This design comes from an exercise in tuning for small area, a short achievable clock period and few clock cycles per item on the open sky130 flow, not from production work.
Only simulation tests tie the RTL to the original design; equivalence was not proved.
No activity file was given, so power comes from the tool's default toggle rates.

==> flow/run.sh <==
#!/bin/bash
# synth_recipe.tcl (not shown) runs the flow's synth.tcl, then flattens the netlist and writes it again
# the make line also repeats each setting of config.mk as NAME=value (left out here)
make -C /OpenROAD-flow-scripts/flow DESIGN_CONFIG=/design/flow/config.mk WORK_HOME=/design/flow/orfs CLKGATE_MAP_FILE= SYNTH_SCRIPT=/design/flow/synth_recipe.tcl finish
==> flow/config.mk <==
export PLATFORM = sky130hd
export DESIGN_NAME = apb_crc_mc
export DESIGN_NICKNAME = apb_crc_mc
export VERILOG_FILES = /design/flow/design.v
export SDC_FILE = /design/flow/constraint.sdc
export NUM_CORES = 4
export LEC_CHECK = 0
export ABC_CLOCK_PERIOD_IN_PS = 3500
export CAP_MARGIN = 20
export CORE_MARGIN = 2
export CORE_UTILIZATION = 55
export CTS_BUF_LIST = sky130_fd_sc_hd__clkbuf_16
export CTS_CLUSTER_DIAMETER = 100
export CTS_CLUSTER_SIZE = 25
export SETUP_SLACK_MARGIN = 2.0
export SLEW_MARGIN = 20
==> flow/constraint.sdc <==
create_clock -name core_clock -period 6.0 [get_ports {clk}]
set_input_delay 1.2000 -clock core_clock [delete_from_list [all_inputs] [get_ports {clk}]]
set_output_delay 1.2000 -clock core_clock [all_outputs]
set_load 0.01 [all_outputs]
==> flow/design.v <==
package apb_crc_mc_pkg;
  localparam logic [4:0] OFF_CTRL   = 5'h00;
  localparam logic [4:0] OFF_POLY   = 5'h04;
  localparam logic [4:0] OFF_INIT   = 5'h08;
  localparam logic [4:0] OFF_XOROUT = 5'h0C;
  localparam logic [4:0] OFF_DATA   = 5'h10;
  localparam logic [4:0] OFF_RESULT = 5'h14;
  localparam logic [4:0] OFF_STATUS = 5'h18;
  function automatic logic [31:0] rev32(input logic [31:0] val);
    logic [31:0] r;
    for (int i = 0; i < 32; i++) begin
      r[i] = val[31-i];
    end
    rev32 = r;
  endfunction
  function automatic logic [15:0] pmul16(input logic [15:0] x, input logic [15:0] y);
    logic [15:0] r;
    r = 16'd0;
    for (int i = 0; i < 16; i++) begin
      for (int j = 0; j < 16 - i; j++) begin
        r[i+j] = r[i+j] ^ (x[i] & y[j]);
      end
    end
    pmul16 = r;
  endfunction
  function automatic logic [15:0] qinv(input logic [31:0] poly);
    logic [15:0] a1, a2, a4, a8;
    a1 = 16'd0; a2 = 16'd0; a4 = 16'd0; a8 = 16'd0;
    a1[0] = 1'b1; a2[0] = 1'b1; a4[0] = 1'b1; a8[0] = 1'b1;
    for (int k = 1; k < 16; k++) begin
      a1[k] = poly[32-k];
      if (2*k < 16) a2[2*k] = poly[32-k];
      if (4*k < 16) a4[4*k] = poly[32-k];
      if (8*k < 16) a8[8*k] = poly[32-k];
    end
    qinv = pmul16(pmul16(a1, a2), pmul16(a4, a8));
  endfunction
  function automatic logic [15:0] lanes(input logic [7:0] b0, input logic [7:0] b1,
                                        input logic refin);
    logic [15:0] d;
    for (int t = 0; t < 8; t++) begin
      d[15-t] = refin ? b0[t] : b0[7-t];
      d[7-t]  = refin ? b1[t] : b1[7-t];
    end
    lanes = d;
  endfunction
  function automatic logic [31:0] crc_fold(input logic [31:0] crc, input logic [31:0] poly,
                                           input logic [15:0] q, input logic [15:0] d,
                                           input logic two);
    logic [15:0] e, f;
    logic [31:0] prod;
    logic [31:0] r;
    for (int t = 0; t < 8; t++) begin
      e[t]   = (d[15-t] ^ crc[31-t]) & two;
      e[t+8] = d[7-t] ^ (two ? crc[23-t] : crc[31-t]);
    end
    for (int t = 0; t < 16; t++) begin
      f[t] = e[t];
      for (int j = 0; j < t; j++) begin
        f[t] = f[t] ^ (q[t-j] & e[j]);
      end
    end
    for (int m = 0; m < 32; m++) begin
      prod[m] = 1'b0;
      for (int j = 0; j < 16; j++) begin
        if (m - 15 + j >= 0 && m - 15 + j < 32) prod[m] = prod[m] ^ (f[j] & poly[m-15+j]);
      end
    end
    for (int m = 0; m < 32; m++) begin
      if (two) r[m] = ((m >= 16) ? crc[(m+16)%32] : 1'b0) ^ prod[m];
      else     r[m] = ((m >= 8) ? crc[(m+24)%32] : 1'b0) ^ prod[m];
    end
    crc_fold = r;
  endfunction
endpackage
module apb_crc_mc #(
  parameter int DATA_WIDTH = 32,
  parameter int ADDR_WIDTH = 32,
  parameter int NUM_CH     = 4,
  parameter int CRC_WIDTH  = 32,
  parameter int FIFO_DEPTH = 4
) (
  input  logic                  clk,
  input  logic                  rstn,
  input  logic [ADDR_WIDTH-1:0] s_paddr,
  input  logic [DATA_WIDTH-1:0] s_pwdata,
  output logic [DATA_WIDTH-1:0] s_prdata,
  output logic                  s_pslverr,
  input  logic                  s_pwrite,
  input  logic                  s_psel,
  input  logic                  s_penable,
  output logic                  s_pready,
  input  logic [3:0]            s_pstrb
);
  logic [31:0] poly_q   [0:3];
  logic [31:0] init_q   [0:3];
  logic [31:0] xorout_q [0:3];
  logic        rot_r;
  logic [31:0] crc_r    [0:3];
  logic        refin_r  [0:3];
  logic        refout_r [0:3];
  logic        setup_s, ch_ok_s, err_s, is_res_s;
  logic [1:0]  ch_s;
  logic [4:0]  off_s;
  logic [31:0] rd_s, res_s;
  logic [1:0]  pos_s;
  logic [31:0] poly_s, init_s, xorout_s;
  assign setup_s  = s_psel & ~s_penable;
  assign ch_s     = s_paddr[6:5];
  assign off_s    = s_paddr[4:0];
  assign ch_ok_s  = ~s_paddr[7];
  assign is_res_s = (off_s == apb_crc_mc_pkg::OFF_RESULT);
  assign pos_s    = {ch_s[1], ch_s[0] ^ rot_r};
  assign poly_s   = poly_q[pos_s];
  assign init_s   = init_q[pos_s];
  assign xorout_s = xorout_q[pos_s];
  always_comb begin
    case (off_s)
      apb_crc_mc_pkg::OFF_CTRL, apb_crc_mc_pkg::OFF_POLY, apb_crc_mc_pkg::OFF_INIT,
      apb_crc_mc_pkg::OFF_XOROUT, apb_crc_mc_pkg::OFF_DATA:
        err_s = ~ch_ok_s;
      apb_crc_mc_pkg::OFF_RESULT, apb_crc_mc_pkg::OFF_STATUS:
        err_s = ~ch_ok_s | s_pwrite;
      default:
        err_s = 1'b1;
    endcase
  end
  assign res_s = (refout_r[ch_s] ? apb_crc_mc_pkg::rev32(crc_r[ch_s]) : crc_r[ch_s]) ^ xorout_s;
  always_comb begin
    rd_s = 32'd0;
    if (!err_s) begin
      case (off_s)
        apb_crc_mc_pkg::OFF_CTRL:   rd_s = {29'd0, refout_r[ch_s], refin_r[ch_s], 1'b0};
        apb_crc_mc_pkg::OFF_POLY:   rd_s = poly_s;
        apb_crc_mc_pkg::OFF_INIT:   rd_s = init_s;
        apb_crc_mc_pkg::OFF_XOROUT: rd_s = xorout_s;
        apb_crc_mc_pkg::OFF_RESULT: rd_s = res_s;
        default:                    rd_s = 32'd0;
      endcase
    end
  end
  logic [3:0]  a_strb;
  logic [1:0]  a_ch;
  logic        a_ctrl, a_poly, a_init, a_xor, a_dat;
  always_ff @(posedge clk) begin
    a_strb <= s_pstrb;
    a_ch   <= ch_s;
    a_ctrl <= s_pwrite & ~err_s & (off_s == apb_crc_mc_pkg::OFF_CTRL);
    a_poly <= s_pwrite & ~err_s & (off_s == apb_crc_mc_pkg::OFF_POLY);
    a_init <= s_pwrite & ~err_s & (off_s == apb_crc_mc_pkg::OFF_INIT);
    a_xor  <= s_pwrite & ~err_s & (off_s == apb_crc_mc_pkg::OFF_XOROUT);
    a_dat  <= s_pwrite & ~err_s & (off_s == apb_crc_mc_pkg::OFF_DATA);
  end
  logic        acc_r, eng_go_r, eng_two_r, rdy_r, err_r;
  logic [15:0] eng_d_r, eng_q_r;
  logic [31:0] eng_c_r, eng_p_r;
  logic [31:0] eng_crc;
  logic [31:0] rdata_r;
  logic        wr_dat_s;
  logic [1:0]  ln_s;
  logic [15:0] ln_d_s;
  assign wr_dat_s = s_pwrite & ~err_s & (off_s == apb_crc_mc_pkg::OFF_DATA);
  assign ln_s     = acc_r ? s_pstrb[3:2] : s_pstrb[1:0];
  assign ln_d_s   = acc_r ? s_pwdata[31:16] : s_pwdata[15:0];
  always_ff @(posedge clk or negedge rstn) begin
    if (!rstn) begin
      acc_r    <= 1'b0;
      eng_go_r <= 1'b0;
      rdy_r    <= 1'b0;
    end else begin
      acc_r    <= setup_s;
      eng_go_r <= (setup_s | (acc_r & a_dat)) & wr_dat_s & (|ln_s);
      rdy_r    <= ~(setup_s & ~s_pwrite & is_res_s & eng_go_r & (ch_s == a_ch));
    end
  end
  always_ff @(posedge clk) begin
    rdata_r   <= rd_s;
    err_r     <= err_s;
    eng_two_r <= &ln_s;
    eng_q_r   <= apb_crc_mc_pkg::qinv(poly_s);
    eng_p_r   <= poly_s;
    eng_c_r   <= (eng_go_r && (acc_r || ch_s == a_ch)) ? eng_crc : crc_r[ch_s];
    eng_d_r   <= apb_crc_mc_pkg::lanes(ln_d_s[7:0], ln_s[1] ? ln_d_s[15:8] : ln_d_s[7:0],
                                       refin_r[ch_s]);
  end
  assign s_prdata  = rdata_r;
  assign s_pslverr = err_r;
  assign s_pready  = rdy_r;
  assign eng_crc = apb_crc_mc_pkg::crc_fold(eng_c_r, eng_p_r, eng_q_r, eng_d_r, eng_two_r);
  logic [31:0] wd_s, crc_wr_s;
  logic        ld_ctrl_s [0:3], ld_crc_s [0:3];
  logic        wr_poly_s, wr_init_s, wr_xor_s;
  assign wd_s = s_pwdata & {32{rstn}};
  assign crc_wr_s = ((acc_r & a_ctrl) ? init_s : eng_crc) & {32{rstn}};
  always_comb begin
    for (int c = 0; c < 4; c++) begin
      ld_ctrl_s[c] = ~rstn | (acc_r & a_ctrl & (a_ch == c));
      ld_crc_s[c]  = ~rstn | (acc_r & a_ctrl & s_pwdata[0] & (a_ch == c)) | (eng_go_r & (a_ch == c));
    end
  end
  always_ff @(posedge clk) begin
    for (int c = 0; c < 4; c++) begin
      if (ld_ctrl_s[c]) begin
        refin_r[c]  <= wd_s[1];
        refout_r[c] <= wd_s[2];
      end
      if (ld_crc_s[c])  crc_r[c]    <= crc_wr_s;
    end
  end
  assign wr_poly_s = s_psel & s_pwrite & ~err_s & (off_s == apb_crc_mc_pkg::OFF_POLY) & pos_s[0];
  assign wr_init_s = s_psel & s_pwrite & ~err_s & (off_s == apb_crc_mc_pkg::OFF_INIT) & pos_s[0];
  assign wr_xor_s  = s_psel & s_pwrite & ~err_s & (off_s == apb_crc_mc_pkg::OFF_XOROUT) & pos_s[0];
  always_ff @(posedge clk or negedge rstn) begin
    if (!rstn) rot_r <= 1'b0;
    else       rot_r <= ~rot_r;
  end
  always_ff @(posedge clk) begin
    poly_q[0]   <= (~rstn | (wr_poly_s & ~pos_s[1])) ? wd_s : poly_q[1];
    poly_q[1]   <= poly_q[0];
    poly_q[2]   <= (~rstn | (wr_poly_s & pos_s[1]))  ? wd_s : poly_q[3];
    poly_q[3]   <= poly_q[2];
    init_q[0]   <= (~rstn | (wr_init_s & ~pos_s[1])) ? wd_s : init_q[1];
    init_q[1]   <= init_q[0];
    init_q[2]   <= (~rstn | (wr_init_s & pos_s[1]))  ? wd_s : init_q[3];
    init_q[3]   <= init_q[2];
    xorout_q[0] <= (~rstn | (wr_xor_s & ~pos_s[1])) ? wd_s : xorout_q[1];
    xorout_q[1] <= xorout_q[0];
    xorout_q[2] <= (~rstn | (wr_xor_s & pos_s[1]))  ? wd_s : xorout_q[3];
    xorout_q[3] <= xorout_q[2];
  end
endmodule
==> key figures, run 1 <==
Run status
  • Status: complete, no violations

Clock tree
  • Number of H-tree levels: 1
  • CTS Root Buffer Type: clkbuf_16
  • Hold Buf Count CTS: 0
  • CTS tree: built
  • Clock Latency Late Sink: 0.62 ns
  • Total clock sinks: 656
  • TritonCTS buffer count: 30
  • Clk buf depth: 3
  • Clk slew on worst S/H paths: roughly 0.10 ns

Power and ir drop
  • Power per cell area: 235 nW/um^2
  • P_leak: around 14 nW
  • Worst vdd ir: 0.000325 V

Setup path
  • Reg2Reg Capture Point: crc_r[1][10]
  • CP endpoint kind: flop
  • Top cell by count, worst path: buf_4
  • CP Class: flop to flop
  • Setup crit start: eng_d_r[11]
  • Worst path max stage delay: about 0.4 ns
  • Critical path data required time: 6.38 ns
  • Slowest library cell on the worst path: xnor3_1
  • Reg2reg setup slack: 2.06 ns
  • Reg2Reg Launch Point: eng_d_r[11]
  • Cells on worst reg2reg path: 14
  • CP Capture Point: crc_r[1][10]
  • Startpoint Class: flop
  • Critical Path Fanout Max: 11
  • Worst EP arrival: 4.32 ns
  • Cell breakdown of the critical path: xor2_4 -> buf_4 -> buf_4 -> a211oi_1 -> o211ai_1 -> a211o_1 -> a21oi_2 -> xnor2_4 -> buf_6 -> nand2_1 -> xor2_1 -> xnor3_1 -> xnor2_2 -> o211a_1

GRT
  • Total grt overflow: 0
  • Vias in the first global route: approximately 24000
  • Gr usage total: 0.323
  • Largest net degree at the start of global routing: 86
  • First-pass GRT wire length: 154000 um
  • Antenna violations before repair: 3

Placed design
  • Place WS: 1.06 ns
  • DPL Wire Length: 71700 um
  • I/O Buffers: 82
  • Gpl congestion: 0.878
  • Dpl cells: 3894

Floorplanning
  • Die Width: 252 um
  • Starting Density: 0.558
  • Core Rows: 90
  • Die height: 252 um
  • Core Box Area: 60600 um^2
  • Die area: 63500 um^2
  • # IOs: 107

Logic synthesis
  • Area leader, netlist: dfxtp_1
  • Synth unique cells: 66
  • Most common cell in the synthesized netlist: nand2_1
  • Commonest cells in the synthesized netlist: nand2_1 (842), dfxtp_1 (516), xnor2_1 (241), a21boi_0 (209), clkbuf_1 (189)
  • Async set-reset flop share out of synthesis: 0.00610
  • Sequential fraction of the synthesis area: 0.429
  • Synth top area share: 0.305
  • Post-synth EDFFs: 136
  • Main synth FF type: dfxtp_1
  • Post-synth net total: roughly 3300
  • Mapped Cells: 3230
  • Synth Area per Inst: 10.5 um^2
  • Top post-synthesis cells by area: dfxtp_1 (31%), edfxtp_1 (12%), nand2_1 (9.3%)
  • YS warnings: 9
  • Yosys reg bits: 656
  • Post-Syn Area: 33800 um^2

Routing
  • Routed vias: 24400
  • Via density: between 6 and 7
  • DRT Pass-1 Iters: 5
  • Wire per inst: 26.3 um
  • Post-DRT Antenna Nets: 0
  • Post-Route WL: between 100000 and 150000 um
  • Drt drc: 0
  • 1st-iter DRT viols: 2550

STA
  • Setup ws final: 2.06 ns
  • Final Max Tran Viols: 0
  • Unrepaired setup endpoints after global routing: yes
  • Fmax: 254 MHz
  • Worst-Margin Slew: 1.09 ns
  • Slew margin rel.: 0.273
  • Fin crit share: 0.657
  • Final Setup Violations: 0
  • Min cycle time layout: 3.94 ns
  • Clock Skew: 0.0300 ns
  • Final Hold Viols: 0
  • Setup TNS: 0 ns

Cells and area
  • Net count, final: approximately 3300
  • Multi-input gate area: 18700 um^2
  • # fillers: between 5000 and 6000
  • Area growth, synth to finish: 9.33%
  • Layout cells sized above 1: 0.146
  • Register area: between 10000 and 15000 um^2
  • Layout Utilization: 0.611
  • Layout Cells excl Fill: 3977

Job
  • Number of max-cap violations: 0

Worst hold path
  • Worst hold path type: flop to flop
stage by stage:
step | power, mW | instance area (um^2) | hold WS [ns]
4_1_cts | 8.63 | 36600 | 0.339
3_3_place_gp | 6.25 | 35200 | 0.330
2_1_floorplan | 5.69 | 33900 | 0.326
5_1_grt | 8.95 | 37000 | 0.348
6_report | 8.70 | 37000 | 0.343
3_5_place_dp | 6.27 | 35200 | 0.334
report_power, final:
group	leakage [nW]	internal, mW	switching (mW)
clock network	0.450	0.938	1.36
registers	5.62	4.62	0.0938
logic	7.54	0.666	1.03
total	13.6	6.22	2.48
placed cells by master (no fill, tap or decap), types with 36 or more instances in the layout:
cell,instances
a22oi_1,36
buf_4,88
clkdlybuf4s50_1,77
a21oi_1,41
nand3_1,60
xnor3_1,115
xnor2_1,223
o21ai_0,39
mux4_2,140
mux2i_1,64
mux2_2,70
dfxtp_1,497
xor2_1,77
edfxtp_1,136
nand2_1,842
a21boi_0,194
nor2_1,105
critical path: cells and delay by family (launching register included):
family                 cells  cell delay [ns]
AO/OA/AOI/OAI              5             1.35
XOR/XNOR                   5             1.32
buffers and inverters      3             0.55
flip-flops                 1             0.39
AND/OR/NAND/NOR            1             0.09
worst min-delay path by stage:
stage / end / cells after the start / start
2_1_floorplan: poly_q[3][0] / 0 / poly_q[2][0]
3_3_place_gp: poly_q[1][8] / 0 / poly_q[0][8]
3_5_place_dp: poly_q[3][15] / 0 / poly_q[2][15]
4_1_cts: xorout_q[1][27] / 0 / xorout_q[0][27]
5_1_grt: xorout_q[1][27] / 0 / xorout_q[0][27]
6_report: xorout_q[1][27] / 0 / xorout_q[0][27]
final cells by class:
type,instances,area share
timing repair buffer,191,0.0493
clock buffer,31,0.0210
multi-input combinational,2285,0.506
clock inverter,12,0.00166
antenna,1,0.0000677
tap,782,0.0265
inverter,19,0.00193
sequential,656,0.393
registers in the layout (all words and copies together), names as in the netlist, 2 cells and up:
register and flops:
eng_d_r 16, poly_q 128, eng_p_r 31, eng_q_r 15, xorout_q 128, eng_c_r 32, crc_r 128, rdata_r 32
a_ch 2, refin_r 4, refout_r 4, init_q 128
per-layer routing:
layer  part of all wire  global-route usage
met5                  0                   0
met4              0.039               0.105
met3              0.066              0.0301
met2               0.46               0.518
met1               0.43               0.464
kinds of logic (layout without fill, tap and decap cells):
logic type	after synthesis	in the layout	synth area share
multiplexers	274	274	0.135
other	0	1	0
XOR/XNOR	453	455	0.170
AND/OR/NAND/NOR	1101	1102	0.132
AO/OA/AOI/OAI	445	445	0.0953
flip-flops	656	656	0.429
adder cells (fa/ha/maj)	9	9	0.00325
buffers and inverters	292	253	0.0355
timing repair:
item                                    CTS  global route
pin swaps                                 8            13
endpoints found under the hold margin     0             0
setup buffers                            25            10
endpoints found under the setup margin  172           289
gates resized for setup                  73            64
gates cloned                              1             3
Testbench counts, summed over its fixed seeds: cycles 3,849, bytes 4,655.
==> run 2, diff against run 1 <==
--- a/flow/design.v
+++ b/flow/design.v
@@ -127,3 +127,7 @@
   end
-  assign res_s = (refout_r[ch_s] ? apb_crc_mc_pkg::rev32(crc_r[ch_s]) : crc_r[ch_s]) ^ xorout_s;
+  logic [31:0] wb_r, crc_s;
+  logic [1:0]  wb_ch;
+  logic        wb_v;
+  assign crc_s = (wb_v && wb_ch == ch_s) ? wb_r : crc_r[ch_s];
+  assign res_s = (refout_r[ch_s] ? apb_crc_mc_pkg::rev32(crc_s) : crc_s) ^ xorout_s;
   always_comb begin
@@ -181,3 +185,3 @@
     eng_p_r   <= poly_s;
-    eng_c_r   <= (eng_go_r && (acc_r || ch_s == a_ch)) ? eng_crc : crc_r[ch_s];
+    eng_c_r   <= (eng_go_r && (acc_r || ch_s == a_ch)) ? eng_crc : crc_s;
     eng_d_r   <= apb_crc_mc_pkg::lanes(ln_d_s[7:0], ln_s[1] ? ln_d_s[15:8] : ln_d_s[7:0],
@@ -189,3 +193,13 @@
   assign eng_crc = apb_crc_mc_pkg::crc_fold(eng_c_r, eng_p_r, eng_q_r, eng_d_r, eng_two_r);
-  logic [31:0] wd_s, crc_wr_s;
+  logic [31:0] wd_s, wbd_s;
+  logic        ld_init_crc_s;
+  assign ld_init_crc_s = acc_r & a_ctrl & s_pwdata[0];
+  always_ff @(posedge clk or negedge rstn) begin
+    if (!rstn) wb_v <= 1'b0;
+    else       wb_v <= eng_go_r | ld_init_crc_s;
+  end
+  always_ff @(posedge clk) begin
+    wb_r  <= ld_init_crc_s ? init_s : eng_crc;
+    wb_ch <= a_ch;
+  end
   logic        ld_ctrl_s [0:3], ld_crc_s [0:3];
@@ -193,3 +207,3 @@
   assign wd_s = s_pwdata & {32{rstn}};
-  assign crc_wr_s = ((acc_r & a_ctrl) ? init_s : eng_crc) & {32{rstn}};
+  assign wbd_s = wb_r & {32{rstn}};
   always_comb begin
@@ -197,3 +211,3 @@
       ld_ctrl_s[c] = ~rstn | (acc_r & a_ctrl & (a_ch == c));
-      ld_crc_s[c]  = ~rstn | (acc_r & a_ctrl & s_pwdata[0] & (a_ch == c)) | (eng_go_r & (a_ch == c));
+      ld_crc_s[c]  = ~rstn | (wb_v & (wb_ch == c));
     end
@@ -206,3 +220,3 @@
       end
-      if (ld_crc_s[c])  crc_r[c]    <= crc_wr_s;
+      if (ld_crc_s[c])  crc_r[c]    <= wbd_s;
     end
==> key figures, run 2 <==
Floorplanning
  • Core Box Area: 61700 um^2
  • Die height: 254 um
  • Starting Density: 0.557
  • # IOs: roughly 110
  • Die Width: 254 um
  • Die area: around 64000 um^2
  • Core Rows: 91

Logic synthesis
  • Async set-reset flop share out of synthesis: 0.00724
  • Post-synth EDFFs: 136
  • Synth top area share: 0.321
  • Synth Area per Inst: 10.2 um^2
  • Main synth FF type: dfxtp_1
  • Top post-synthesis cells by area: dfxtp_1 (32%), edfxtp_1 (12%), mux4_2 (9.2%)
  • Sequential fraction of the synthesis area: 0.443
  • Most common cell in the synthesized netlist: nand2_1
  • Mapped Cells: 3355
  • Post-Syn Area: 34400 um^2
  • Synth unique cells: 71
  • YS warnings: 9
  • Area leader, netlist: dfxtp_1
  • Yosys reg bits: approximately 700
  • Commonest cells in the synthesized netlist: nand2_1 (833), dfxtp_1 (550), xnor2_1 (312), a21boi_0 (194), clkbuf_1 (169)
  • Post-synth net total: 3436

Setup path
  • Slowest library cell on the worst path: dfxtp_4
  • Worst EP arrival: approximately 4.3 ns
  • Cell breakdown of the critical path: xor2_4 -> buf_6 -> nand2_1 -> xor2_1 -> a21oi_2 -> xnor3_1 -> xnor3_1 -> buf_8 -> nand2_1 -> xnor3_1 -> xnor2_1 -> xnor2_1 -> a21oi_1
  • Startpoint Class: flop
  • CP Class: flop to flop
  • CP endpoint kind: flop
  • Reg2reg setup slack: 2.11 ns
  • Reg2Reg Launch Point: eng_d_r[15]
  • Critical Path Fanout Max: 31
  • CP Capture Point: wb_r[8]
  • Cells on worst reg2reg path: 13
  • Setup crit start: eng_d_r[15]
  • Worst path max stage delay: 0.47 ns
  • Reg2Reg Capture Point: wb_r[8]
  • Critical path data required time: ~6.4 ns
  • Top cell by count, worst path: xnor3_1

STA
  • Setup TNS: 0 ns
  • Unrepaired setup endpoints after global routing: no
  • Hold slack: 0.343 ns
  • Clock Skew: around 0.042 ns
  • Worst-Margin Slew: 1.09 ns
  • Min cycle time layout: 3.89 ns
  • Slew margin rel.: 0.268
  • Fin crit share: 0.649
  • Final Max Tran Viols: 0
  • Fmax: 257 MHz
  • Final Setup Violations: 0
  • Final Hold Viols: 0

GRT
  • Gr usage total: 0.338
  • Total grt overflow: 0
  • Largest net degree at the start of global routing: 96
  • Vias in the first global route: 23800
  • Antenna violations before repair: 2
  • First-pass GRT wire length: 160000 um

Clock tree
  • Clk slew on worst S/H paths: 0.11 ns
  • Total clock sinks: 691
  • Clk buf depth: 3
  • Hold Buf Count CTS: 0
  • CTS Root Buffer Type: clkbuf_16
  • CTS tree: built
  • TritonCTS buffer count: 35
  • Clock Latency Late Sink: about 0.6 ns
  • Number of H-tree levels: 2

Routing
  • DRT Pass-1 Iters: 7
  • Drt drc: 0
  • 1st-iter DRT viols: 2629
  • Via density: roughly 6.0
  • Post-Route WL: approximately 110000 um
  • Routed vias: around 25000
  • Post-DRT Antenna Nets: 0
  • Wire per inst: roughly 26 um

Power and ir drop
  • Power per cell area: 247 nW/um^2
  • Worst vdd ir: 0.000189 V
  • P_leak: 12.9 nW
  • Overall Power: 9.21 mW

Cells and area
  • Area growth, synth to finish: 8.50%
  • Design area: 37300 um^2
  • Net count, final: around 3400
  • Commonest non-fill, non-tap cell in the layout: nand2_1
  • Diodes inserted: 0
  • Commonest cells after routing, fill and taps aside: nand2_1 (832), dfxtp_1 (540), xnor2_1 (305)
  • Layout cells sized above 1: 0.126
  • # fillers: 5243

Run status
  • Status: complete, no violations

Worst hold path
  • Worst hold path type: flop to flop

Job
  • Number of max-cap violations: 0

Placed design
  • Post-DP Area: 35800 um^2
  • I/O Buffers: slightly above 80
  • Gpl congestion: 0.888
  • DPL Wire Length: 73000 um
run 2: layout make-up:
class / instances / area (um^2) / share of cell area
Multi-Input combinational cell: 2384 / 18300 / 0.492
Sequential cell: 691 / 15200 / 0.409
Timing Repair Buffer: 167 / 1540 / 0.0414
Tap cell: 837 / 1050 / 0.0281
Clock buffer: 35 / 876 / 0.0235
Clock inverter: 20 / 150 / 0.00403
Inverter: 23 / 90.1 / 0.00242
run 2: cell families after synthesis:
family                   share of synthesized area
adder cells (fa/ha/maj)                    0.00321
AND/OR/NAND/NOR                              0.133
buffers and inverters                       0.0347
flip-flops                                   0.443
XOR/XNOR                                     0.164
multiplexers                                 0.135
AO/OA/AOI/OAI                               0.0874
run 2: what timing repair did:
item / 4_1_cts / 5_1_grt
setup buffers: 8 / 9
gates cloned: 1 / 0
gates resized for setup: 22 / 30
setup endpoints to repair: 56 / 116
pin swaps: 3 / 3
run 2: worst min path at each step:
stage	startpoint	endpoint	cells after the start
floorplan	init_q[2][30]	init_q[3][30]	0
global placement	poly_q[0][19]	poly_q[1][19]	0
detailed placement	init_q[0][22]	init_q[1][22]	0
CTS	init_q[0][4]	init_q[1][4]	0
global route	init_q[0][4]	init_q[1][4]	0
finish	init_q[0][4]	init_q[1][4]	0
run 2: metrics by stage:
stage                     setup slack [ns]   util  std cells
final                                 2.11  0.604       4157
after global routing                  2.00  0.604       4157
after CTS                             1.95  0.600       4148
after detailed placement              1.39  0.580       4084
after global placement                1.42  0.580       4084
after floorplan                       2.02      -       3355
run 2: layer usage:
| metal | global-route usage | wire length, um |
|---|---|---|
| met1 | 0.483 | 46200 |
| met2 | 0.528 | 49900 |
| met3 | 0.0469 | 8850 |
| met4 | 0.117 | 4090 |
| met5 | 0 | 23 |
run 2: critical path, delay by kind of cell (launching register included):
kind,cells,cell delay (ns)
XOR/XNOR,7,2.05
AND/OR/NAND/NOR,2,0.26
buffers and inverters,2,0.57
AO/OA/AOI/OAI,2,0.34
flip-flops,1,0.47
run 2: power breakdown:
| group | switching [mW] | leakage [nW] | internal (mW) | total [mW] |
|---|---|---|---|---|
| clock network | 1.56 | 0.548 | 1.10 | 2.66 |
| registers | 0.121 | 5.91 | 4.87 | 4.99 |
| logic | 0.994 | 6.47 | 0.557 | 1.55 |
| total | 2.67 | 12.9 | 6.53 | 9.21 |
Testbench counts of run 2, summed over its fixed seeds: cycles 3,849, bytes 4,655.
==> run 3, diff against run 2 <==
--- a/flow/config.mk
+++ b/flow/config.mk
@@ -14,3 +14,3 @@
 export CTS_CLUSTER_SIZE = 25
-export SETUP_SLACK_MARGIN = 2.0
+export SETUP_SLACK_MARGIN = 2.4
 export SLEW_MARGIN = 20
==> key figures, run 3 <==
Floorplanning
  • Die area: between 60000 and 70000 um^2
  • Die Width: 254 um
  • Starting Density: 0.557
  • # IOs: roughly 110
  • Core Box Area: slightly above 60000 um^2
  • Core Rows: 91
  • Die height: about 250 um

Placed design
  • Place WS: around 0.95 ns
  • DPL Wire Length: 73800 um
  • I/O Buffers: 82
  • Gpl congestion: 0.902

Logic synthesis
  • Post-synth net total: about 3400
  • Sequential fraction of the synthesis area: 0.443
  • Commonest cells in the synthesized netlist: nand2_1 (833), dfxtp_1 (550), xnor2_1 (312), a21boi_0 (194), clkbuf_1 (169)
  • Synth Area per Inst: around 10 um^2
  • Post-synth EDFFs: roughly 140
  • Synth unique cells: 71
  • Synth top area share: 0.321
  • Most common cell in the synthesized netlist: nand2_1
  • Top post-synthesis cells by area: dfxtp_1 (32%), edfxtp_1 (12%), mux4_2 (9.2%)
  • Mapped Cells: 3355
  • Async set-reset flop share out of synthesis: 0.00724
  • Post-Syn Area: 34400 um^2
  • Main synth FF type: dfxtp_1
  • Area leader, netlist: dfxtp_1
  • YS warnings: 9
  • Yosys reg bits: approximately 690

STA
  • Setup TNS: 0 ns
  • Unrepaired setup endpoints after global routing: yes
  • Worst-Margin Slew: 1.12 ns
  • Final Max Tran Viols: 0
  • Fmax: 272 MHz
  • Fin crit share: 0.612
  • Slew margin rel.: 0.251
  • Final Setup Violations: 0
  • Final Hold Viols: 0
  • Clock Skew: 0.0418 ns
  • Min cycle time layout: 3.67 ns
  • Setup ws final: 2.33 ns

Routing
  • DRT Pass-1 Iters: 6
  • Via density: 6.06
  • 1st-iter DRT viols: around 2700
  • Drt drc: 0
  • Routed vias: between 20000 and 30000
  • Wire per inst: ~27 um
  • Post-Route WL: 115000 um
  • Post-DRT Antenna Nets: 0

Power and ir drop
  • Switching Power: 2.97 mW
  • Logic pwr share: 0.218
  • Cell Int Power: 7.09 mW
  • Worst vdd ir: roughly 0.00022 V
  • Power per cell area: 256 nW/um^2
  • Switch share: 0.295
  • P_leak: around 14 nW
  • Clock share of power: 0.285
  • Sequential Power Share: 0.496

Cells and area
  • # fillers: a little under 5000
  • Net count, final: ~3500
  • Register area: 15300 um^2
  • Area growth, synth to finish: 14.6%
  • Multi-input gate area: approximately 19000 um^2
  • Diodes inserted: 0
  • Layout cells sized above 1: 0.185
  • Commonest cells after routing, fill and taps aside: nand2_1 (824), dfxtp_1 (527), xnor2_1 (276)
  • Commonest non-fill, non-tap cell in the layout: nand2_1

Setup path
  • Worst path max stage delay: 0.52 ns
  • CP top delay family: XOR/XNOR gates
  • CP Class: flop to flop
  • CP endpoint kind: flop
  • Worst EP arrival: 4.11 ns
  • Crit path buf inv count: 5
  • Startpoint Class: flop
  • Top cell by count, worst path: xnor2_1
  • Slowest library cell on the worst path: xnor3_2
  • Cell breakdown of the critical path: buf_4 -> mux2i_4 -> xnor2_2 -> buf_6 -> nand2_1 -> xnor2_1 -> xnor3_1 -> xnor3_2 -> buf_6 -> buf_16 -> buf_4 -> nand2_1 -> xnor2_1 -> xnor2_1 -> xnor2_2 -> o21ai_1
  • Critical path data required time: 6.44 ns
  • Critical Path Fanout Max: 6

GRT
  • Vias in the first global route: 24400
  • First-pass GRT wire length: 164000 um
  • Total grt overflow: 0
  • Largest net degree at the start of global routing: between 80 and 90
  • Antenna violations before repair: 2
  • Gr usage total: 0.349

Clock tree
  • Number of H-tree levels: 2
  • Clk slew on worst S/H paths: 0.10 ns
  • CTS tree: built
  • Clk buf depth: 3
  • Total clock sinks: 691
  • TritonCTS buffer count: 36
  • Clock Latency Late Sink: 0.62 ns
  • Hold Buf Count CTS: 0
  • CTS Root Buffer Type: clkbuf_16

Run status
  • Status: complete, no violations

Job
  • Number of max-cap violations: 0

Worst hold path
  • Worst hold path type: flop to flop
## run 3: cell type report
type	count	share of cell area
Inverter	23	0.00235
Clock buffer	38	0.0242
Sequential cell	691	0.388
Tap cell	837	0.0266
Clock inverter	19	0.00518
Timing Repair Buffer	289	0.0723
Multi-Input combinational cell	2389	0.481
## run 3: what timing repair did
action,in CTS,in global routing
hold endpoints to repair,0,0
setup buffers,50,82
resized for setup,120,96
cloned,6,4
endpoints found under the setup margin,276,208
pin swaps,30,86
## run 3: kinds of logic (layout without fill, tap and decap cells)
| group | Yosys count | after routing | synth area share |
|---|---|---|---|
| AO/OA/AOI/OAI | 430 | 430 | 0.0874 |
| XOR/XNOR | 535 | 539 | 0.164 |
| adder cells (fa/ha/maj) | 9 | 9 | 0.00321 |
| buffers and inverters | 281 | 369 | 0.0347 |
| flip-flops | 691 | 691 | 0.443 |
| multiplexers | 279 | 280 | 0.135 |
| AND/OR/NAND/NOR | 1130 | 1131 | 0.133 |
## run 3: path summary, 6_finish.rpt
| check | from | endpoint | slack [ns] | cells after the start |
|---|---|---|---|---|
| min in group asynchronous | rstn | eng_go_r | 0.62 | 1 |
| worst max-delay path | eng_two_r | wb_r[23] | 2.33 | 16 |
| worst min register to register | xorout_q[0][1] | xorout_q[1][1] | 0.34 | 0 |
| max in group asynchronous | rstn | rdy_r | 4.14 | 2 |
| worst max register to register | eng_two_r | wb_r[23] | 2.33 | 16 |
| worst min-delay path | xorout_q[0][1] | xorout_q[1][1] | 0.34 | 0 |
## run 3: per-layer routing
layer  GRT usage  routed length (um)  up-vias
met5           0                   0        -
met4       0.157                6560        0
met2       0.549               52100     1330
met3      0.0480                9940      278
met1       0.483               46800    12900
li1            -                   -    11400
## run 3: stage by stage
stage	util	cells	power, mW	hold WS [ns]	cell area (um^2)
detailed placement	0.580	4087	6.52	0.334	35800
floorplan	-	3355	5.96	0.326	34400
global placement	0.580	4087	6.50	0.328	35800
global route	0.638	4286	10.3	0.345	39400
finish	0.638	4286	10.1	0.337	39400
CTS	0.617	4200	9.63	0.337	38100
## run 3: power by group through the flow
stage / Combinational (mW) / Clock, mW / Sequential, mW
floorplan: 0.932 / 0 / 5.03
CTS: 1.74 / 2.90 / 4.99
finish: 2.20 / 2.87 / 4.99
global route: 2.22 / 3.05 / 5.00
global placement: 1.43 / 0 / 5.07
detailed placement: 1.44 / 0 / 5.08
==> run 4, diff against run 3 <==
--- a/flow/config.mk
+++ b/flow/config.mk
@@ -14,3 +14,3 @@
 export CTS_CLUSTER_SIZE = 25
-export SETUP_SLACK_MARGIN = 2.4
+export SETUP_SLACK_MARGIN = 2.7
 export SLEW_MARGIN = 20
==> key figures, run 4 <==
Floorplanning
  • Die Width: 254 um
  • Die area: 64500 um^2
  • Core Box Area: 61700 um^2
  • Core Rows: 91
  • Die height: 254 um
  • # IOs: 107
  • Starting Density: 0.557

Logic synthesis
  • Adder-cell share of the synthesized area: 0.00321
  • Post-Synth XOR/XNOR Area: 0.164
  • Post-synth EDFFs: approximately 140
  • Async set-reset flop share out of synthesis: 0.00724
  • Post-Syn Area: 34400 um^2
  • Synth Area in Simple Gates: 0.133
  • Most common cell in the synthesized netlist: nand2_1
  • Post-synth net total: ~3400
  • Mux cell area share after synthesis: 0.135
  • Yosys reg bits: about 700
  • Synth Area in Compound Gates: 0.0874
  • Commonest cells in the synthesized netlist: nand2_1 (833), dfxtp_1 (550), xnor2_1 (312), a21boi_0 (194), clkbuf_1 (169)
  • Main combinational cell family by area after synthesis: XOR/XNOR gates
  • Synth unique cells: 71
  • YS warnings: 9
  • Sequential fraction of the synthesis area: 0.443
  • Synth top area share: 0.321
  • Top post-synthesis cells by area: dfxtp_1 (32%), edfxtp_1 (12%), mux4_2 (9.2%)
  • Synth Area per Inst: 10.2 um^2
  • Area leader, netlist: dfxtp_1
  • Main synth FF type: dfxtp_1
  • Mapped Cells: between 3000 and 4000

Placed design
  • DPL Wire Length: 74400 um
  • I/O Buffers: 82
  • Post-DP Area: about 36000 um^2
  • Place WS: 1.40 ns
  • Dpl cells: 4087
  • Gpl congestion: 0.886

Cells and area
  • Net count, final: 3516
  • Layout Utilization: 0.654
  • Multi-input gate area: about 20000 um^2
  • Register area: 15300 um^2
  • Area growth, synth to finish: 17.4%
  • Diodes inserted: 0
  • Layout Cells excl Fill: 4291
  • Design area: 40300 um^2
  • Commonest non-fill, non-tap cell in the layout: nand2_1
  • Layout cells sized above 1: 0.214
  • # fillers: 4873
  • Commonest cells after routing, fill and taps aside: nand2_1 (796), dfxtp_1 (524), xnor2_1 (246)

GRT
  • Gr usage total: 0.357
  • Largest net degree at the start of global routing: 138
  • Vias in the first global route: between 20000 and 25000
  • Total grt overflow: 0
  • Antenna violations before repair: 7
  • First-pass GRT wire length: between 150000 and 200000 um

STA
  • Setup ws final: 2.49 ns
  • Final Hold Viols: 0
  • Min cycle time layout: 3.51 ns
  • Final Setup Violations: 0
  • Final Max Tran Viols: 0
  • Fin crit share: 0.585
  • Worst-Margin Slew: 1.05 ns
  • Setup TNS: 0 ns
  • Clock Skew: 0.0364 ns
  • Fmax: 285 MHz
  • Slew margin rel.: 0.301
  • Unrepaired setup endpoints after global routing: yes
  • Hold slack: 0.335 ns

Routing
  • Post-DRT Antenna Nets: 0
  • Drt drc: 0
  • Via density: 6.04
  • Wire per inst: 27.3 um
  • 1st-iter DRT viols: roughly 3000
  • Routed vias: 25900
  • Post-Route WL: ~120000 um
  • DRT Pass-1 Iters: 6

Power and ir drop
  • Worst vdd ir: 0.000213 V
  • Power per cell area: 247 nW/um^2
  • Overall Power: 9.98 mW
  • P_leak: 14.5 nW

Setup path
  • CP Class: flop to flop
  • Startpoint Class: flop
  • Cells on worst reg2reg path: 16
  • Worst EP arrival: 4.01 ns
  • CP endpoint kind: flop
  • Critical Path Fanout Max: 6
  • Critical path data required time: between 6 and 7 ns

Run status
  • Status: complete, no violations

Clock tree
  • CTS tree: built
  • Total clock sinks: 691
  • Clk buf depth: 3
  • Clock Latency Late Sink: 0.62 ns
  • TritonCTS buffer count: 35
  • Clk slew on worst S/H paths: 0.10 ns
  • CTS Root Buffer Type: clkbuf_16
  • Number of H-tree levels: 2

Job
  • Number of max-cap violations: 0

Worst hold path
  • Hold Crit Depth: 0
  • Worst hold path type: flop to flop
==> run 4: cell counts after synthesis <==
Identical to the previous run, type by type.
==> run 4: what timing repair did <==
item / CTS / global route
gates resized for setup: 232 / 144
cloned: 11 / 3
buffers inserted: 91 / 43
hold buffers: 0 / 0
pin swaps: 117 / 95
setup endpoints to repair: 300 / 209
==> run 4: report_power, final <==
part | internal, mW | leakage (nW) | switching [mW]
clock | 1.11 | 0.545 | 1.58
sequential | 4.87 | 5.92 | 0.136
combinational | 1.04 | 8.02 | 1.24
total | 7.02 | 14.5 | 2.95
==> run 4: layout make-up <==
| class | instances | share of cell area |
|---|---|---|
| Inverter | 23 | 0.00230 |
| Clock buffer | 35 | 0.0217 |
| Clock inverter | 21 | 0.00419 |
| Sequential cell | 691 | 0.379 |
| Tap cell | 837 | 0.0260 |
| Timing Repair Buffer | 298 | 0.0829 |
| Multi-Input combinational cell | 2386 | 0.484 |
==> run 4: worst max-delay path, cell delays in order (launching register included) <==
cell and delay (ns):
dfxtp_4 0.42, buf_6 0.12, mux2i_4 0.24, xnor2_2 0.15
buf_4 0.18, nand2_1 0.05, xnor3_1 0.40, xnor2_2 0.28
xnor2_4 0.16, buf_12 0.15, buf_12 0.15, buf_4 0.14
nand2_1 0.08, xnor2_2 0.16, xnor2_1 0.18, xnor3_1 0.28
a21oi_2 0.24
==> run 4: cell families after synthesis <==
logic type,after synthesis
buffers and inverters,281
flip-flops,691
XOR/XNOR,535
AO/OA/AOI/OAI,430
adder cells (fa/ha/maj),9
AND/OR/NAND/NOR,1130
multiplexers,279
==> run 4: final timing paths <==
path | from | endpoint | slack (ns)
setup / recovery | eng_two_r | wb_r[19] | 2.49
hold / removal | init_q[0][13] | init_q[1][13] | 0.34
setup reg to reg | eng_two_r | wb_r[19] | 2.49
hold reg to reg | init_q[0][13] | init_q[1][13] | 0.34
max in group asynchronous | rstn | eng_go_r | 4.55
min in group asynchronous | rstn | rdy_r | 0.70
==> run 4: metal layers <==
metal | vias up | GRT usage | wire length, um
met4 | 8 | 0.152 | 5610
met5 | - | 0 | 55
li1 | 11400 | - | -
met3 | 249 | 0.0590 | 9950
met1 | 13000 | 0.487 | 47500
met2 | 1269 | 0.565 | 53900
==> run 5, diff against run 4 <==
--- a/flow/config.mk
+++ b/flow/config.mk
@@ -14,3 +14,3 @@
 export CTS_CLUSTER_SIZE = 25
-export SETUP_SLACK_MARGIN = 2.7
+export SETUP_SLACK_MARGIN = 3.0
 export SLEW_MARGIN = 20
==> key figures, run 5 <==
Logic synthesis
  • Sequential fraction of the synthesis area: 0.443
  • Synth top area share: 0.321
  • Top post-synthesis cells by area: dfxtp_1 (32%), edfxtp_1 (12%), mux4_2 (9.2%)
  • Mapped Cells: between 3000 and 4000
  • Post-Syn Area: 34400 um^2
  • Post-synth EDFFs: about 140
  • Main synth FF type: dfxtp_1
  • YS warnings: 9
  • Yosys reg bits: 691
  • Most common cell in the synthesized netlist: nand2_1
  • Async set-reset flop share out of synthesis: 0.00724
  • Synth Area per Inst: 10.2 um^2
  • Commonest cells in the synthesized netlist: nand2_1 (833), dfxtp_1 (550), xnor2_1 (312), a21boi_0 (194), clkbuf_1 (169)
  • Post-synth net total: between 3000 and 4000
  • Area leader, netlist: dfxtp_1
  • Synth unique cells: 71

Run status
  • Status: complete, no violations

Clock tree
  • TritonCTS buffer count: 34
  • Clk buf depth: 3
  • Hold Buf Count CTS: 0
  • Clock Latency Late Sink: 0.60 ns
  • CTS tree: built
  • Number of H-tree levels: 2
  • Total clock sinks: 691
  • Clk slew on worst S/H paths: roughly 0.1 ns
  • CTS Root Buffer Type: clkbuf_16

Cells and area
  • Commonest cells after routing, fill and taps aside: nand2_1 (768), dfxtp_1 (526), xnor2_1 (239)
  • Area growth, synth to finish: 21.4%
  • # fillers: 4690
  • Multi-input gate area: 20000 um^2
  • Register area: 15300 um^2
  • Commonest non-fill, non-tap cell in the layout: nand2_1
  • Layout cells sized above 1: 0.256
  • Layout Utilization: 0.676
  • Net count, final: 3607

Setup path
  • Critical path data required time: 6.52 ns
  • CP endpoint kind: flop
  • CP Class: flop to flop
  • Worst EP arrival: 4.09 ns
  • Reg2Reg Launch Point: eng_d_r[12]
  • Startpoint Class: flop
  • Setup crit start: eng_d_r[12]
  • Critical Path Fanout Max: 8

Power and ir drop
  • Power per cell area: 244 nW/um^2
  • P_leak: ~15 nW
  • Worst vdd ir: 0.000182 V

Placed design
  • I/O Buffers: 82
  • Gpl congestion: 0.912
  • DPL Wire Length: 73600 um

Floorplanning
  • Die area: 64500 um^2
  • Die Width: 254 um
  • Core Rows: 91
  • Starting Density: 0.557
  • Core Box Area: 61700 um^2
  • Die height: about 250 um
  • # IOs: around 110

Routing
  • Drt drc: 0
  • 1st-iter DRT viols: 2917
  • DRT Pass-1 Iters: 6
  • Post-Route WL: ~120000 um
  • Wire per inst: 27.5 um
  • Routed vias: ~27000
  • Via density: 6.12
  • Post-DRT Antenna Nets: 0

STA
  • Final Setup Violations: 0
  • Worst-Margin Slew: ~1.1 ns
  • Final Max Tran Viols: 0
  • Clock Skew: 0.0200 ns
  • Setup TNS: 0 ns
  • Fmax: around 280 MHz
  • Min cycle time layout: between 3 and 4 ns
  • Final Hold Viols: 0
  • Fin crit share: 0.595
  • Slew margin rel.: 0.260
  • Unrepaired setup endpoints after global routing: yes

GRT
  • Total grt overflow: 0
  • Gr usage total: 0.365
  • Largest net degree at the start of global routing: roughly 130
  • Vias in the first global route: about 26000
  • Antenna violations before repair: 7
  • First-pass GRT wire length: roughly 170000 um

Worst hold path
  • Worst hold path type: flop to flop
  • Hold_sp: poly_q[0][23]

Job
  • Number of max-cap violations: 0
## run 5: cell counts after synthesis
Identical to the previous run, type by type.
## run 5: where the power goes
group | switching [mW] | total, mW | leakage, nW | internal (mW)
logic | 1.32 | 2.54 | 8.69 | 1.21
clock network | 1.54 | 2.63 | 0.528 | 1.09
registers | 0.137 | 5.01 | 5.92 | 4.87
total | 3.00 | 10.2 | 15.1 | 7.18
## run 5: kinds of logic after synthesis
family,synth area share
flip-flops,0.443
buffers and inverters,0.0347
AO/OA/AOI/OAI,0.0874
multiplexers,0.135
XOR/XNOR,0.164
AND/OR/NAND/NOR,0.133
adder cells (fa/ha/maj),0.00321
## run 5: layout make-up
cell class	instances	area share
Clock buffer	35	0.0210
Timing Repair Buffer	390	0.102
Multi-Input combinational cell	2386	0.480
Tap cell	837	0.0251
Sequential cell	691	0.367
Clock inverter	19	0.00291
Antenna cell	1	0.0000600
Inverter	23	0.00228
## run 5: timing repair
action                     in CTS  in global routing
setup endpoints to repair     300                274
buffers inserted              176                 51
cloned                         10                  5
pin swaps                     156                131
gates resized for setup       347                205
hold endpoints to repair        0                  0
## run 5: worst paths after layout
check	slack, ns	endpoint	cells past startpoint
max in group asynchronous	4.21	wb_v	2
min reg2reg	0.35	poly_q[1][23]	0
min	0.35	poly_q[1][23]	0
max	2.43	wb_r[13]	14
max reg2reg	2.43	wb_r[13]	14
min in group asynchronous	0.67	rot_r	1
## run 5: per-stage QoR
stage	instances	setup WS [ns]	cell area [um^2]	power (mW)	hold WS [ns]
after floorplan	3355	2.59	34900	6.00	0.326
after global placement	4083	1.39	35900	6.51	0.328
after detailed placement	4084	1.46	35900	6.53	0.334
after CTS	4324	2.52	40300	9.85	0.348
after global routing	4381	2.33	41700	10.4	0.354
final	4382	2.43	41700	10.2	0.347
## run 5: per-layer routing
layer,global-route usage,up-vias,part of all wire
met3,0.0539,318,0.088
met5,0,-,0.00035
met2,0.574,1437,0.45
met4,0.162,6,0.054
li1,-,11600,-
met1,0.503,13400,0.40
## run 5: worst max-delay path, stage by stage (launching register included)
cell     delay, ns
dfxtp_4       0.39
xnor2_4       0.29
buf_6         0.14
buf_6         0.12
nor2_1        0.05
xnor2_1       0.19
xnor3_1       0.50
a21bo_2       0.26
and2_4        0.19
buf_8         0.15
nand2_1       0.08
xor2_1        0.19
xor2_1        0.24
xnor3_2       0.54
o21ai_2       0.17
==> run 6, diff against run 5 <==
--- a/flow/config.mk
+++ b/flow/config.mk
@@ -14,3 +14,3 @@
 export CTS_CLUSTER_SIZE = 25
-export SETUP_SLACK_MARGIN = 3.0
+export SETUP_SLACK_MARGIN = 3.3
 export SLEW_MARGIN = 20
==> key figures, run 6 <==
Power and ir drop
  • Worst vdd ir: 0.000225 V
  • Power per cell area: ~230 nW/um^2
  • P_leak: 16.7 nW
  • Overall Power: ~10 mW

Placed design
  • Dpl cells: 4084
  • I/O Buffers: 82
  • DPL Wire Length: 74000 um
  • Gpl congestion: just over 0.9

Cells and area
  • Area growth, synth to finish: 28.6%
  • Commonest cells after routing, fill and taps aside: nand2_1 (655), dfxtp_1 (525), xnor2_1 (221)
  • Layout cells sized above 1: 0.324
  • Commonest non-fill, non-tap cell in the layout: nand2_1
  • Net count, final: ~3700
  • Layout Cells excl Fill: 4442
  • # fillers: about 4500

Clock tree
  • CTS tree: built
  • Clk buf depth: 3
  • Clk slew on worst S/H paths: 0.10 ns
  • Number of H-tree levels: 2
  • Total clock sinks: 691
  • TritonCTS buffer count: 34
  • Hold Buf Count CTS: 0
  • CTS Root Buffer Type: clkbuf_16
  • Clock Latency Late Sink: 0.60 ns

GRT
  • Total grt overflow: 0
  • Antenna violations before repair: 2
  • Vias in the first global route: 26300
  • Gr usage total: 0.382
  • Largest net degree at the start of global routing: ~150
  • First-pass GRT wire length: around 180000 um

Setup path
  • Worst path max stage delay: roughly 0.40 ns
  • Startpoint Class: flop
  • Critical Path Fanout Max: 6
  • CP top delay family: XOR/XNOR gates
  • Critical path data required time: 6.50 ns
  • CP endpoint kind: flop
  • Reg2reg setup slack: ~2.4 ns
  • CP Class: flop to flop
  • Top cell by count, worst path: buf_12
  • Setup crit start: eng_two_r
  • Cell breakdown of the critical path: buf_8 -> buf_12 -> mux2i_4 -> xnor2_4 -> buf_6 -> nand2_2 -> xnor3_1 -> xnor2_2 -> xnor2_4 -> buf_12 -> buf_12 -> buf_8 -> nand2_4 -> xnor2_2 -> xnor2_1 -> xnor3_2 -> a21oi_4
  • Worst EP arrival: 4.11 ns
  • Slowest library cell on the worst path: xnor3_1
  • Reg2Reg Launch Point: eng_two_r
  • Crit path buf inv count: 6

Logic synthesis
  • Post-synth net total: 3436
  • Top post-synthesis cells by area: dfxtp_1 (32%), edfxtp_1 (12%), mux4_2 (9.2%)
  • Post-synth EDFFs: 136
  • Mapped Cells: 3355
  • Async set-reset flop share out of synthesis: 0.00724
  • Area leader, netlist: dfxtp_1
  • Synth unique cells: a little over 70
  • Most common cell in the synthesized netlist: nand2_1
  • Post-Syn Area: 34400 um^2
  • Synth Area per Inst: slightly above 10 um^2
  • Commonest cells in the synthesized netlist: nand2_1 (833), dfxtp_1 (550), xnor2_1 (312), a21boi_0 (194), clkbuf_1 (169)
  • Sequential fraction of the synthesis area: 0.443
  • Main synth FF type: dfxtp_1
  • Synth top area share: 0.321
  • Yosys reg bits: 691
  • YS warnings: 9

STA
  • Clock Skew: 0.0296 ns
  • Worst-Margin Slew: around 0.97 ns
  • Setup TNS: 0 ns
  • Final Setup Violations: 0
  • Unrepaired setup endpoints after global routing: yes
  • Min cycle time layout: 3.61 ns
  • Slew margin rel.: 0.351
  • Fin crit share: 0.602
  • Final Max Tran Viols: 0
  • Final Hold Viols: 0
  • Fmax: between 200 and 300 MHz

Worst hold path
  • Hold_sp: init_q[0][25]
  • Worst hold path type: flop to flop

Floorplanning
  • Die height: 254 um
  • Core Rows: 91
  • Die Width: 254 um
  • Die area: 64500 um^2
  • Starting Density: 0.557
  • # IOs: 107
  • Core Box Area: ~62000 um^2

Routing
  • Met1 WL: slightly below 50000 um
  • Post-DRT Antenna Nets: 0
  • Wire per inst: 28.6 um
  • Metal2 WL: 57700 um
  • Max Used Layer: met4
  • Via density: around 6.2
  • Routed vias: 27600
  • Post-Route WL: 127000 um
  • Drt drc: 0
  • 1st-iter DRT viols: approximately 3000
  • DRT Pass-1 Iters: 5
  • Met3 wire len: 11900 um

Job
  • Number of max-cap violations: 0

Run status
  • Status: complete, no violations
run 6: changes by cell type in the layout (fill, tap and decap cells not counted), sizes merged, moves of 3 or more:
cell           before  now
buf               305  353
dlymetal6s2s        1    5
clkinv              4    1
clkbuf             42   50
clkdlybuf4s50      75   53
dlygate4sd2         1   17
run 6: worst paths after layout:
check	endpoint	depth (start not counted)
min in group asynchronous	rdy_r	1
setup reg to reg	eng_c_r[27]	17
hold reg to reg	init_q[1][25]	0
setup / recovery	eng_c_r[27]	17
hold / removal	init_q[1][25]	0
max in group asynchronous	eng_go_r	2
run 6: logic make-up after synthesis:
group           synth area share
xor+xnor                   0.164
fa+ha+maj                0.00321
compound gates            0.0874
mux                        0.135
buf+inv                   0.0347
flops                      0.443
simple gates               0.133
run 6: per-stage QoR:
stage	cell area, um^2	worst slack, ns	utilization	hold slack (ns)
after CTS	42000	2.49	0.680	0.344
after global routing	44200	2.31	0.716	0.349
after floorplan	35800	2.60	-	0.326
after global placement	36500	1.40	0.591	0.330
final	44200	2.39	0.716	0.341
after detailed placement	36500	1.39	0.591	0.334
run 6: report_power, final:
group / internal, mW / switching, mW / total (mW)
combinational: 1.20 / 1.35 / 2.55
sequential: 4.88 / 0.140 / 5.01
clock: 1.13 / 1.55 / 2.67
run 6: worst register-to-register path: cells and delay by family (launching register included):
family,cells,cell delay [ns]
mux,1,0.33
flops,1,0.39
xor+xnor,7,1.76
buf+inv,6,0.78
simple gates,2,0.10
compound gates,1,0.20
run 6: final cells by class:
class                           count  area [um^2]  area share
Multi-Input combinational cell   2391        21400       0.485
Sequential cell                   691        15300       0.346
Timing Repair Buffer              446         5330       0.121
Tap cell                          837         1050      0.0237
Clock buffer                       35          876      0.0198
Clock inverter                     18          124     0.00280
Inverter                           23         97.6     0.00221
Antenna cell                        1         2.50   0.0000567
run 6: what timing repair did:
| item | CTS | global route |
|---|---|---|
| setup endpoints to repair | 323 | 403 |
| cloned | 29 | 12 |
| pin swaps | 203 | 220 |
| hold endpoints to repair | 0 | 0 |
| gates resized for setup | 418 | 367 |
| setup buffers | 207 | 56 |
run 6: layer usage:
metal	vias to the layer above	track usage
li1	11800	-
met1	14000	0.517
met2	1475	0.594
met3	339	0.0683
met4	0	0.189
met5	-	0
==> run 7, diff against run 6 <==
--- a/flow/config.mk
+++ b/flow/config.mk
@@ -14,3 +14,3 @@
 export CTS_CLUSTER_SIZE = 25
-export SETUP_SLACK_MARGIN = 3.3
+export SETUP_SLACK_MARGIN = 2.5
 export SLEW_MARGIN = 20
==> key figures, run 7 <==
Logic synthesis
  • Post-synth EDFFs: 136
  • Synth Area per Inst: 10.2 um^2
  • Post-synth net total: 3436
  • Synth unique cells: 71
  • Area leader, netlist: dfxtp_1
  • YS warnings: 9
  • Post-Syn Area: 34400 um^2
  • Sequential fraction of the synthesis area: 0.443
  • Main synth FF type: dfxtp_1
  • Mapped Cells: between 3000 and 4000
  • Yosys reg bits: between 600 and 700
  • Top post-synthesis cells by area: dfxtp_1 (32%), edfxtp_1 (12%), mux4_2 (9.2%)
  • Most common cell in the synthesized netlist: nand2_1
  • Commonest cells in the synthesized netlist: nand2_1 (833), dfxtp_1 (550), xnor2_1 (312), a21boi_0 (194), clkbuf_1 (169)
  • Synth top area share: 0.321
  • Async set-reset flop share out of synthesis: 0.00724

STA
  • Final Hold Viols: 0
  • Unrepaired setup endpoints after global routing: yes
  • Min cycle time layout: about 3.7 ns
  • Worst-Margin Slew: 1.03 ns
  • Final Setup Violations: 0
  • Clock Skew: around 0.029 ns
  • Final Max Tran Viols: 0
  • Fin crit share: 0.609
  • Setup TNS: 0 ns
  • Slew margin rel.: 0.312
  • Fmax: 274 MHz

Cells and area
  • Net count, final: 3546
  • # fillers: about 4900
  • Multi-input gate area: 19400 um^2
  • Register area: 15300 um^2
  • Commonest non-fill, non-tap cell in the layout: nand2_1
  • Diodes inserted: 0
  • Layout cells sized above 1: 0.214
  • Area growth, synth to finish: 17.0%
  • Commonest cells after routing, fill and taps aside: nand2_1 (797), dfxtp_1 (525), xnor2_1 (258)

Routing
  • Wire per inst: roughly 27 um
  • Drt drc: 0
  • Via density: about 6.1
  • Post-DRT Antenna Nets: 0
  • 1st-iter DRT viols: about 3000
  • Post-Route WL: between 100000 and 150000 um
  • Routed vias: about 26000
  • DRT Pass-1 Iters: 6

Floorplanning
  • Die height: 254 um
  • Core Box Area: 61700 um^2
  • # IOs: 107
  • Die area: roughly 64000 um^2
  • Die Width: 254 um
  • Core Rows: between 90 and 100
  • Starting Density: 0.557

Setup path
  • Critical path data required time: about 6.5 ns
  • Worst path max stage delay: 0.48 ns
  • CP endpoint kind: flop
  • CP top delay family: XOR/XNOR gates
  • Top cell by count, worst path: xnor3_1
  • Worst EP arrival: ~4.1 ns
  • Critical Path Fanout Max: 6
  • Cell breakdown of the critical path: xnor2_4 -> buf_6 -> nor2_2 -> xnor3_1 -> xnor3_1 -> nand2_2 -> xnor2_4 -> buf_8 -> buf_4 -> nand2_1 -> xnor2_1 -> xnor2_1 -> xnor3_1 -> a21oi_1
  • CP Class: flop to flop
  • Startpoint Class: flop
  • Crit path buf inv count: 3
  • Slowest library cell on the worst path: xnor3_1

Run status
  • Status: complete, no violations

Clock tree
  • Clock Latency Late Sink: 0.60 ns
  • Clk slew on worst S/H paths: 0.10 ns
  • CTS Root Buffer Type: clkbuf_16
  • TritonCTS buffer count: 35
  • Total clock sinks: 691
  • CTS tree: built
  • Number of H-tree levels: 2
  • Clk buf depth: 3

GRT
  • Vias in the first global route: approximately 25000
  • Largest net degree at the start of global routing: 87
  • Gr usage total: 0.357
  • First-pass GRT wire length: 167000 um
  • Antenna violations before repair: 2
  • Total grt overflow: 0

Placed design
  • I/O Buffers: 82
  • DPL Wire Length: 73700 um
  • Gpl congestion: 0.907

Power and ir drop
  • Worst vdd ir: approximately 0.00022 V
  • Overall Power: 10.0 mW
  • Power per cell area: around 250 nW/um^2
  • P_leak: 14.4 nW

Job
  • Number of max-cap violations: 0

Worst hold path
  • Worst hold path type: flop to flop
run 7: cell counts after synthesis:
No cell type changed its count.
run 7: timing repair:
action,CTS,global route
cloned,8,4
endpoints found under the setup margin,268,110
setup buffers,93,74
gates resized for setup,163,193
pin swaps,54,105
hold buffers,0,0
run 7: cell type report:
class                      instances  area share
multi-input combinational       2388       0.483
sequential                       691       0.380
clock buffer                      35      0.0218
inverter                          23     0.00237
clock inverter                    18     0.00420
timing repair buffer             326      0.0825
tap                              837      0.0261
run 7: logic make-up after synthesis:
kind of cell               synth area share
muxes                                 0.135
buffers and inverters                0.0347
xor gates and xnor gates              0.164
and+or+nand+nor                       0.133
AOI/OAI and AO/OA                    0.0874
DFF                                   0.443
adders and majority gates           0.00321
run 7: path summary, 6_finish.rpt:
path / to / slack [ns] / from / cells after the start
max: eng_c_r[19] / 2.35 / eng_c_r[25] / 14
max reg2reg: eng_c_r[19] / 2.35 / eng_c_r[25] / 14
max in group asynchronous: acc_r / 4.19 / rstn / 2
min reg2reg: init_q[1][12] / 0.35 / init_q[0][12] / 0
min: init_q[1][12] / 0.35 / init_q[0][12] / 0
min in group asynchronous: wb_v / 0.61 / rstn / 1
run 7: per-layer routing:
metal | routed length [um] | vias up | track usage
met4 | 6690 | 0 | 0.170
met2 | 52500 | 1386 | 0.551
met3 | 10500 | 287 | 0.0567
met5 | 0 | - | 0
met1 | 47700 | 13000 | 0.492
li1 | - | 11500 | -
run 7: metrics by stage:
step / setup WS (ns) / hold slack, ns / cell area, um^2 / utilization / std cells
3_5_place_dp: 1.16 / 0.334 / 35800 / 0.581 / 4086
3_3_place_gp: 1.21 / 0.328 / 35800 / 0.581 / 4086
5_1_grt: 2.30 / 0.357 / 40200 / 0.651 / 4318
4_1_cts: 2.44 / 0.346 / 38700 / 0.627 / 4240
6_report: 2.35 / 0.352 / 40200 / 0.651 / 4318
2_1_floorplan: 2.43 / 0.326 / 34400 / - / 3355
run 7: report_power, final:
| group | internal (mW) | switching, mW | leakage [nW] |
|---|---|---|---|
| Sequential | 4.87 | 0.137 | 5.92 |
| Clock | 1.14 | 1.55 | 0.544 |
| Combinational | 1.06 | 1.25 | 7.93 |
==> run 8, diff against run 7 <==
--- a/flow/config.mk
+++ b/flow/config.mk
@@ -14,3 +14,3 @@
 export CTS_CLUSTER_SIZE = 25
-export SETUP_SLACK_MARGIN = 2.5
+export SETUP_SLACK_MARGIN = 2.8
 export SLEW_MARGIN = 20
==> key figures, run 8 <==
Run status
  • Status: complete, no violations

Cells and area
  • Layout cells sized above 1: 0.259
  • Commonest cells after routing, fill and taps aside: nand2_1 (751), dfxtp_1 (526), xnor2_1 (235)
  • Net count, final: 3592
  • Layout Utilization: 0.677
  • Commonest non-fill, non-tap cell in the layout: nand2_1
  • Area growth, synth to finish: 21.7%

GRT
  • Total grt overflow: 0
  • Largest net degree at the start of global routing: 109
  • Vias in the first global route: 25500
  • Gr usage total: 0.362
  • Antenna violations before repair: 2
  • First-pass GRT wire length: 171000 um

Logic synthesis
  • Synth Area per Inst: just over 10 um^2
  • Sequential fraction of the synthesis area: 0.443
  • Post-synth net total: 3436
  • Adder-cell share of the synthesized area: 0.00321
  • Synth Area in Compound Gates: 0.0874
  • Post-Syn Area: ~34000 um^2
  • Commonest cells in the synthesized netlist: nand2_1 (833), dfxtp_1 (550), xnor2_1 (312), a21boi_0 (194), clkbuf_1 (169)
  • Yosys reg bits: 691
  • Area leader, netlist: dfxtp_1
  • Mux cell area share after synthesis: 0.135
  • Main combinational cell family by area after synthesis: XOR/XNOR gates
  • YS warnings: 9
  • Top post-synthesis cells by area: dfxtp_1 (32%), edfxtp_1 (12%), mux4_2 (9.2%)
  • Synth unique cells: 71
  • Post-Synth XOR/XNOR Area: 0.164
  • Main synth FF type: dfxtp_1
  • Async set-reset flop share out of synthesis: 0.00724
  • Synth Area in Simple Gates: 0.133
  • Synth top area share: 0.321
  • Post-synth EDFFs: 136
  • Mapped Cells: 3355
  • Most common cell in the synthesized netlist: nand2_1

Clock tree
  • CTS Root Buffer Type: clkbuf_16
  • TritonCTS buffer count: 37
  • Clock Latency Late Sink: between 0.6 and 0.7 ns
  • Total clock sinks: 691
  • Clk buf depth: 3
  • Number of H-tree levels: 2
  • Hold Buf Count CTS: 0
  • CTS tree: built
  • Clk slew on worst S/H paths: 0.10 ns

STA
  • Min cycle time layout: around 3.6 ns
  • Hold slack: 0.336 ns
  • Slew margin rel.: 0.304
  • Setup TNS: 0 ns
  • Final Max Tran Viols: 0
  • Final Setup Violations: 0
  • Fmax: between 200 and 300 MHz
  • Final Hold Viols: 0
  • Fin crit share: 0.596
  • Worst-Margin Slew: roughly 1.0 ns
  • Clock Skew: 0.0331 ns
  • Setup ws final: 2.42 ns
  • Unrepaired setup endpoints after global routing: yes

Worst hold path
  • Worst hold path type: flop to flop

Floorplanning
  • Core Rows: 91
  • # IOs: roughly 110
  • Die Width: between 200 and 300 um
  • Core Box Area: 61700 um^2
  • Die height: ~250 um
  • Die area: about 64000 um^2
  • Starting Density: 0.557

Routing
  • DRT Pass-1 Iters: 6
  • 1st-iter DRT viols: 2708
  • Drt drc: 0
  • Via density: 6.03
  • Routed vias: 26400
  • Post-DRT Antenna Nets: 0
  • Wire per inst: 27.2 um
  • Post-Route WL: roughly 120000 um

Placed design
  • DPL Wire Length: ~74000 um
  • I/O Buffers: 82
  • Place WS: 1.37 ns
  • Gpl congestion: 0.880

Setup path
  • Critical path data required time: between 6 and 7 ns
  • Startpoint Class: flop
  • CP endpoint kind: flop
  • Critical Path Fanout Max: 6
  • Cell breakdown of the critical path: buf_6 -> mux2i_4 -> xnor2_2 -> buf_4 -> nand2_2 -> xnor2_2 -> xnor3_1 -> xnor3_4 -> buf_12 -> buf_8 -> nand2_2 -> xnor2_2 -> xnor2_1 -> xnor3_1 -> a21oi_2
  • Worst path max stage delay: roughly 0.53 ns
  • Crit path buf inv count: 4
  • Slowest library cell on the worst path: xnor3_4
  • Worst EP arrival: 4.10 ns
  • CP Class: flop to flop
  • CP top delay family: XOR/XNOR gates
  • Top cell by count, worst path: xnor2_2

Job
  • Number of max-cap violations: 0

Power and ir drop
  • P_leak: 15.1 nW
  • Overall Power: between 10 and 15 mW
  • Worst vdd ir: around 0.00023 V
  • Power per cell area: 250 nW/um^2
## run 8: final cells by class
cell class / count / area (um^2)
Antenna cell: 2 / 5.00
Clock buffer: 38 / 951
Clock inverter: 22 / 199
Fill cell: 4665 / 19900
Inverter: 23 / 104
Multi-Input combinational cell: 2386 / 20100
Sequential cell: 691 / 15300
Tap cell: 837 / 1050
Timing Repair Buffer: 372 / 4110
## run 8: through the flow
step / instance area, um^2 / cells
floorplan: 34600 / 3355
finish: 41800 / 4371
CTS: 40400 / 4319
global route: 41800 / 4369
global placement: 35900 / 4093
detailed placement: 35900 / 4093
## run 8: timing repair
item / CTS / global route
endpoints found under the hold margin: 0 / 0
buffers inserted: 154 / 46
gates resized for setup: 376 / 198
cloned: 12 / 4
setup endpoints to repair: 300 / 263
pin swaps: 186 / 128
## run 8: kinds of logic after synthesis
| family | after synthesis |
|---|---|
| compound gates | 430 |
| xor+xnor | 535 |
| fa+ha+maj | 9 |
| buf+inv | 281 |
| flops | 691 |
| mux | 279 |
| simple gates | 1130 |
## run 8: where the power goes
group          internal, mW  switching (mW)
logic                  1.22            1.35
registers              4.87           0.137
clock network          1.21            1.67
total                  7.31            3.15
## run 8: final timing paths
kind / startpoint / end / slack [ns] / cells after the start
worst min-delay path: xorout_q[2][0] / xorout_q[3][0] / 0.34 / 0
worst max-delay path: eng_two_r / eng_c_r[24] / 2.42 / 15
worst min register to register: xorout_q[2][0] / xorout_q[3][0] / 0.34 / 0
worst max register to register: eng_two_r / eng_c_r[24] / 2.42 / 15
max in group asynchronous: rstn / acc_r / 4.22 / 2
min in group asynchronous: rstn / rdy_r / 1.13 / 2
## run 8: metal layers
metal,part of all wire,vias up,GRT usage
li1,-,11600,-
met1,0.40,13100,0.499
met2,0.45,1355,0.557
met3,0.090,295,0.0678
met4,0.052,0,0.162
met5,0,-,0

Re-timed with assumed drivers on the ports (clkbuf_16 on the clock, buf_2 on other inputs), run 8 has 2.422 ns of setup slack against 2.422 ns with ideal ports, and 2.042 ns once port delays also move by the mid clock arrival of 0.671 ns.
